From an optimization exercise on the open Yosys and OpenROAD flow, aimed at small area, a short achievable clock period and few clock cycles; shortcuts taken in it are not production practice. Only simulation tests tie the RTL to the original design; equivalence was not proved. Power and IR drop assume default switching activity.

==> flow/design.v <==
`default_nettype none
package sknobs_hw_pkg;
   localparam int unsigned KT_NUM_ENTRIES = 16;
   localparam int unsigned KT_KEY_W       = 32;
   localparam int unsigned KT_VAL_W       = 64;
   typedef enum logic [1:0] {
      IDLE   = 2'd0,
      SEARCH = 2'd1,
      RESP   = 2'd2,
      WRITE  = 2'd3
   } kt_state_e;
   typedef enum logic {
      OP_GET = 1'b0,
      OP_SET = 1'b1
   } kt_op_e;
   typedef struct packed {
      logic [KT_KEY_W-1:0] key;
      logic [KT_VAL_W-1:0] value;
   } kt_entry_t;
endpackage
`default_nettype wire
`default_nettype none
module sknobs_kt_storage
#(
   parameter int unsigned NUM_ENTRIES = sknobs_hw_pkg::KT_NUM_ENTRIES,
   parameter int unsigned KEY_W       = sknobs_hw_pkg::KT_KEY_W,
   parameter int unsigned VAL_W       = sknobs_hw_pkg::KT_VAL_W
) (
   input  logic                   clk,
   input  logic [NUM_ENTRIES-1:0] wr_en,
   input  logic [KEY_W-1:0]       wr_key,
   input  logic [VAL_W-1:0]       wr_value,
   input  logic [KEY_W-1:0]       cmp_key,
   input  logic [NUM_ENTRIES-1:0] cmp_mask,
   output logic [NUM_ENTRIES-1:0] cmp_match,
   input  logic [NUM_ENTRIES-1:0] rd_sel,
   output logic [VAL_W-1:0]       rd_value
);
   logic [KEY_W-1:0] key_q   [NUM_ENTRIES];
   logic [VAL_W-1:0] value_q [NUM_ENTRIES];
   always_ff @(posedge clk) begin
      for (int i = 0; i < int'(NUM_ENTRIES); i++) begin
         if (wr_en[i]) begin
            key_q[i]   <= wr_key;
            value_q[i] <= wr_value;
         end
      end
   end
   always_comb begin
      for (int i = 0; i < int'(NUM_ENTRIES); i++) begin
         cmp_match[i] = cmp_mask[i] && (key_q[i] == cmp_key);
      end
   end
   always_comb begin
      rd_value = '0;
      for (int i = 0; i < int'(NUM_ENTRIES); i++) begin
         rd_value = rd_value | (value_q[i] & {VAL_W{rd_sel[i]}});
      end
   end
endmodule
`default_nettype wire
`default_nettype none
module sknobs_knob_table
#(
   parameter int unsigned NUM_ENTRIES = sknobs_hw_pkg::KT_NUM_ENTRIES,
   parameter int unsigned KEY_W       = sknobs_hw_pkg::KT_KEY_W,
   parameter int unsigned VAL_W       = sknobs_hw_pkg::KT_VAL_W,
   parameter int unsigned IDX_W       = $clog2(NUM_ENTRIES)
) (
   input  logic             clk,
   input  logic             rst,
   input  logic             clear,
   input  logic             set_valid,
   output logic             set_ready,
   input  logic [KEY_W-1:0] set_key,
   input  logic [VAL_W-1:0] set_value,
   output logic             set_err,
   input  logic             get_valid,
   output logic             get_ready,
   input  logic [KEY_W-1:0] get_key,
   input  logic [VAL_W-1:0] get_default,
   output logic             rsp_valid,
   input  logic             rsp_ready,
   output logic [VAL_W-1:0] rsp_value,
   output logic             rsp_exists,
   output logic [IDX_W:0]   count,
   output logic             full
);
   localparam int unsigned CNT_W = IDX_W + 1;
   logic [CNT_W-1:0]       count_q;         
   logic                   err_q;           
   logic                   r_valid_q;       
   logic                   r_set_q;         
   logic [KEY_W-1:0]       r_key_q;
   logic [VAL_W-1:0]       r_val_q;         
   logic [NUM_ENTRIES-1:0] r_idx_q;         
   logic                   r_app_q;         
   logic [NUM_ENTRIES-1:0] wvalid_q;        
   logic [NUM_ENTRIES-1:0] next_q;          
   logic                   rsp_valid_q;
   logic [VAL_W-1:0]       rsp_value_q;
   logic                   rsp_exists_q;
   logic                   pend_q;          
   logic                   stall;
   logic [KEY_W-1:0]       a_key;
   logic [VAL_W-1:0]       a_val;
   logic [NUM_ENTRIES-1:0] a_match, a_idx;
   logic                   a_fwd, a_any, a_new, full_w;
   assign stall  = r_valid_q && !r_set_q && rsp_valid_q && !rsp_ready;
   assign full_w = count_q[IDX_W];
   assign a_key  = {get_valid ? get_key[KEY_W-1:KEY_W/2] : set_key[KEY_W-1:KEY_W/2],
                    set_valid ? set_key[KEY_W/2-1:0]     : get_key[KEY_W/2-1:0]};
   assign a_val  = {set_valid ? set_value[VAL_W-1:VAL_W/2] : get_default[VAL_W-1:VAL_W/2],
                    get_valid ? get_default[VAL_W/2-1:0]   : set_value[VAL_W/2-1:0]};
   assign a_fwd  = r_valid_q && r_set_q && (|r_idx_q) && (r_key_q == a_key);
   assign a_any = (|a_match) || a_fwd;
   assign a_new = set_valid && !a_any;
   assign a_idx = a_match | (a_fwd ? r_idx_q : '0) | (a_new ? next_q : '0);
   logic [NUM_ENTRIES-1:0] wr_en;
   logic                   do_get;
   logic [VAL_W-1:0]       rd_value;
   logic                   r_any;
   assign wr_en  = (r_valid_q && r_set_q) ? r_idx_q : '0;
   assign do_get = r_valid_q && !r_set_q && !stall;
   assign r_any  = |r_idx_q;
   sknobs_kt_storage #(
      .NUM_ENTRIES (NUM_ENTRIES),
      .KEY_W       (KEY_W),
      .VAL_W       (VAL_W)
   ) u_storage (
      .clk       (clk),
      .wr_en     (wr_en),
      .wr_key    (r_key_q),
      .wr_value  (r_val_q),
      .cmp_key   (a_key),
      .cmp_mask  (wvalid_q),
      .cmp_match (a_match),
      .rd_sel    (r_idx_q),
      .rd_value  (rd_value)
   );
   always_ff @(posedge clk) begin
      r_key_q <= a_key;
      if (!stall) begin
         r_set_q <= set_valid;
         r_val_q <= a_val;
         r_idx_q <= a_idx;
      end
      if (do_get) begin
         rsp_value_q  <= r_any ? rd_value : r_val_q;
         rsp_exists_q <= r_any;
      end
      if (rst) begin
         count_q     <= '0;
         wvalid_q    <= '0;
         next_q      <= NUM_ENTRIES'(1);
         err_q       <= 1'b0;
         r_valid_q   <= 1'b0;
         r_app_q     <= 1'b0;
         rsp_valid_q <= 1'b0;
         pend_q      <= 1'b0;
      end else begin
         err_q   <= !stall && a_new && full_w;
         r_app_q <= !stall && a_new && !full_w;
         if (clear) begin
            count_q  <= '0;
            wvalid_q <= '0;
            next_q   <= NUM_ENTRIES'(1);
         end else begin
            if (!stall && a_new && !full_w) begin
               count_q <= count_q + CNT_W'(1);
               next_q  <= next_q << 1;
            end
            if (r_app_q) wvalid_q <= wvalid_q | r_idx_q;
         end
         if (!stall) r_valid_q <= set_valid || get_valid;
         if (do_get) rsp_valid_q <= 1'b1;
         else if (rsp_ready) rsp_valid_q <= 1'b0;
         pend_q <= (stall || get_valid) && (do_get || (rsp_valid_q && !rsp_ready));
      end
   end
   assign set_ready  = !pend_q || rsp_ready;
   assign get_ready  = !pend_q || rsp_ready;
   assign rsp_valid  = rsp_valid_q;
   assign rsp_value  = rsp_value_q;
   assign rsp_exists = rsp_exists_q;
   assign set_err    = err_q;
   assign count      = count_q;
   assign full       = full_w;
endmodule
`default_nettype wire
clock: 6.0 ns
lec_check: 0
cap_margin: 20
core_margin: 2
core_utilization: 70
setup_slack_margin: 3.3
slew_margin: 20
standard.sh (not shown) runs the stock make flow with config.mk's settings and CLKGATE_MAP_FILE= SYNTH_SCRIPT=/design/flow/synth_recipe.tcl, a recipe that flattens the netlist after the stock synthesis.
==> flow/flow/run.sh <==
#!/bin/bash
# Standard ORFS layout (the standard.sh) with two placement/CTS choices changed:
#  - port buffers use buf_1 instead of the default delay-buffer cell;
#  - CTS clusters up to 14 sinks per clkbuf_8 leaf and inserts no dummy loads.
# Every tool's full output goes to a log file in this folder (and ORFS's own logs).
set -euo pipefail
export BUFFER_PORTS_ARGS="-buffer_cell sky130_fd_sc_hd__buf_1"
export CTS_ARGS="-sink_clustering_enable -repair_clock_nets -dont_use_dummy_load -buf_list sky130_fd_sc_hd__clkbuf_8 -sink_clustering_size 14 -sink_clustering_max_diameter 50"
bash standard.sh finish > orfs_make.log 2>&1
cp orfs/logs/*/sknobs_knob_table/base/*.log . 2>/dev/null || true
test -f out/final.def
Testbench counts at the start, summed over its fixed seeds: cycles 8,013.
Change:
--- a/flow/design.v
+++ b/flow/design.v
@@ -87,14 +87,15 @@
    output logic             full
 );
    localparam int unsigned CNT_W = IDX_W + 1;
    logic [CNT_W-1:0]       count_q;         
+   logic [CNT_W-1:0]       count_inc_q;     
    logic                   err_q;           
    logic                   r_valid_q;       
    logic                   r_set_q;         
    logic [KEY_W-1:0]       r_key_q;
    logic [VAL_W-1:0]       r_val_q;         
-   logic [NUM_ENTRIES-1:0] r_idx_q;         
+   logic [NUM_ENTRIES-1:0] r_hit_q;         
    logic                   r_app_q;         
    logic [NUM_ENTRIES-1:0] wvalid_q;        
    logic [NUM_ENTRIES-1:0] next_q;          
    logic                   rsp_valid_q;
@@ -103,27 +104,28 @@
    logic                   pend_q;          
    logic                   stall;
    logic [KEY_W-1:0]       a_key;
    logic [VAL_W-1:0]       a_val;
-   logic [NUM_ENTRIES-1:0] a_match, a_idx;
+   logic [NUM_ENTRIES-1:0] a_match, a_hit, r_w;
    logic                   a_fwd, a_any, a_new, full_w;
    assign stall  = r_valid_q && !r_set_q && rsp_valid_q && !rsp_ready;
-   assign full_w = count_q[IDX_W];
+   assign full_w = r_app_q ? count_inc_q[IDX_W] : count_q[IDX_W];
    assign a_key  = {get_valid ? get_key[KEY_W-1:KEY_W/2] : set_key[KEY_W-1:KEY_W/2],
                     set_valid ? set_key[KEY_W/2-1:0]     : get_key[KEY_W/2-1:0]};
    assign a_val  = {set_valid ? set_value[VAL_W-1:VAL_W/2] : get_default[VAL_W-1:VAL_W/2],
                     get_valid ? get_default[VAL_W/2-1:0]   : set_value[VAL_W/2-1:0]};
-   assign a_fwd  = r_valid_q && r_set_q && (|r_idx_q) && (r_key_q == a_key);
+   assign r_w    = r_hit_q | (r_app_q ? next_q : '0);
+   assign a_fwd  = r_valid_q && r_set_q && (|r_w) && (r_key_q == a_key);
    assign a_any = (|a_match) || a_fwd;
    assign a_new = set_valid && !a_any;
-   assign a_idx = a_match | (a_fwd ? r_idx_q : '0) | (a_new ? next_q : '0);
+   assign a_hit = a_match | (a_fwd ? r_w : '0);
    logic [NUM_ENTRIES-1:0] wr_en;
    logic                   do_get;
    logic [VAL_W-1:0]       rd_value;
    logic                   r_any;
-   assign wr_en  = (r_valid_q && r_set_q) ? r_idx_q : '0;
+   assign wr_en  = (r_valid_q && r_set_q) ? r_w : '0;
    assign do_get = r_valid_q && !r_set_q && !stall;
-   assign r_any  = |r_idx_q;
+   assign r_any  = |r_hit_q;
    sknobs_kt_storage #(
       .NUM_ENTRIES (NUM_ENTRIES),
       .KEY_W       (KEY_W),
       .VAL_W       (VAL_W)
@@ -134,24 +136,25 @@
       .wr_value  (r_val_q),
       .cmp_key   (a_key),
       .cmp_mask  (wvalid_q),
       .cmp_match (a_match),
-      .rd_sel    (r_idx_q),
+      .rd_sel    (r_hit_q),
       .rd_value  (rd_value)
    );
    always_ff @(posedge clk) begin
       r_key_q <= a_key;
       if (!stall) begin
          r_set_q <= set_valid;
          r_val_q <= a_val;
-         r_idx_q <= a_idx;
+         r_hit_q <= a_hit;
       end
       if (do_get) begin
          rsp_value_q  <= r_any ? rd_value : r_val_q;
          rsp_exists_q <= r_any;
       end
       if (rst) begin
          count_q     <= '0;
+         count_inc_q <= CNT_W'(1);
          wvalid_q    <= '0;
          next_q      <= NUM_ENTRIES'(1);
          err_q       <= 1'b0;
          r_valid_q   <= 1'b0;
@@ -162,16 +165,16 @@
          err_q   <= !stall && a_new && full_w;
          r_app_q <= !stall && a_new && !full_w;
          if (clear) begin
             count_q  <= '0;
+            count_inc_q <= CNT_W'(1);
             wvalid_q <= '0;
             next_q   <= NUM_ENTRIES'(1);
-         end else begin
-            if (!stall && a_new && !full_w) begin
-               count_q <= count_q + CNT_W'(1);
-               next_q  <= next_q << 1;
-            end
-            if (r_app_q) wvalid_q <= wvalid_q | r_idx_q;
+         end else if (r_app_q) begin
+            count_q  <= count_inc_q;
+            count_inc_q <= count_inc_q + CNT_W'(1);
+            next_q   <= next_q << 1;
+            wvalid_q <= wvalid_q | next_q;
          end
          if (!stall) r_valid_q <= set_valid || get_valid;
          if (do_get) rsp_valid_q <= 1'b1;
          else if (rsp_ready) rsp_valid_q <= 1'b0;
@@ -183,8 +186,8 @@
    assign rsp_valid  = rsp_valid_q;
    assign rsp_value  = rsp_value_q;
    assign rsp_exists = rsp_exists_q;
    assign set_err    = err_q;
-   assign count      = count_q;
+   assign count      = r_app_q ? count_inc_q : count_q;
    assign full       = full_w;
 endmodule
 `default_nettype wire
Sequential power stays flat.
Combinational power came out lower by about 10%.
Worst setup slack is better by 0.41 ns.
Synthesized cell count stays flat.
Cell area goes down by 1.0%.
Wire length drops by 1.9%.
Testbench counts after the change, summed over its fixed seeds: cycles 8,013.

-- re-timing with driven ports --
In the flow no input, the clock included, has a driving cell. The finished layouts below were timed again as built, in two steps.
Step 1, drivers: a clkbuf_16 drives clk and a buf_2 each remaining input, both assumed.
Step 2 moves the port delays by t, midway between the first and last clock arrival at a register: inputs arrive t later, outputs are due t later. That takes back most of the time a late clock gives input paths.
a / b / c = no drivers / after step 1 / after step 2; a / b = the first two.
run | t, ns | setup slack, ns | worst hold slack (ns)
the first run | 0.918 | 2.533 / 2.539 / 1.621 | 0.446 / 0.446 / 0.446
the second run | 0.920 | 2.944 / 2.882 / 2.158 | 0.451 / 0.451 / 0.451
After both steps every run listed still meets setup and hold. The setup slack of the first run, which loses most, moves by +0.006 ns with the drivers and by -0.912 ns with both steps.
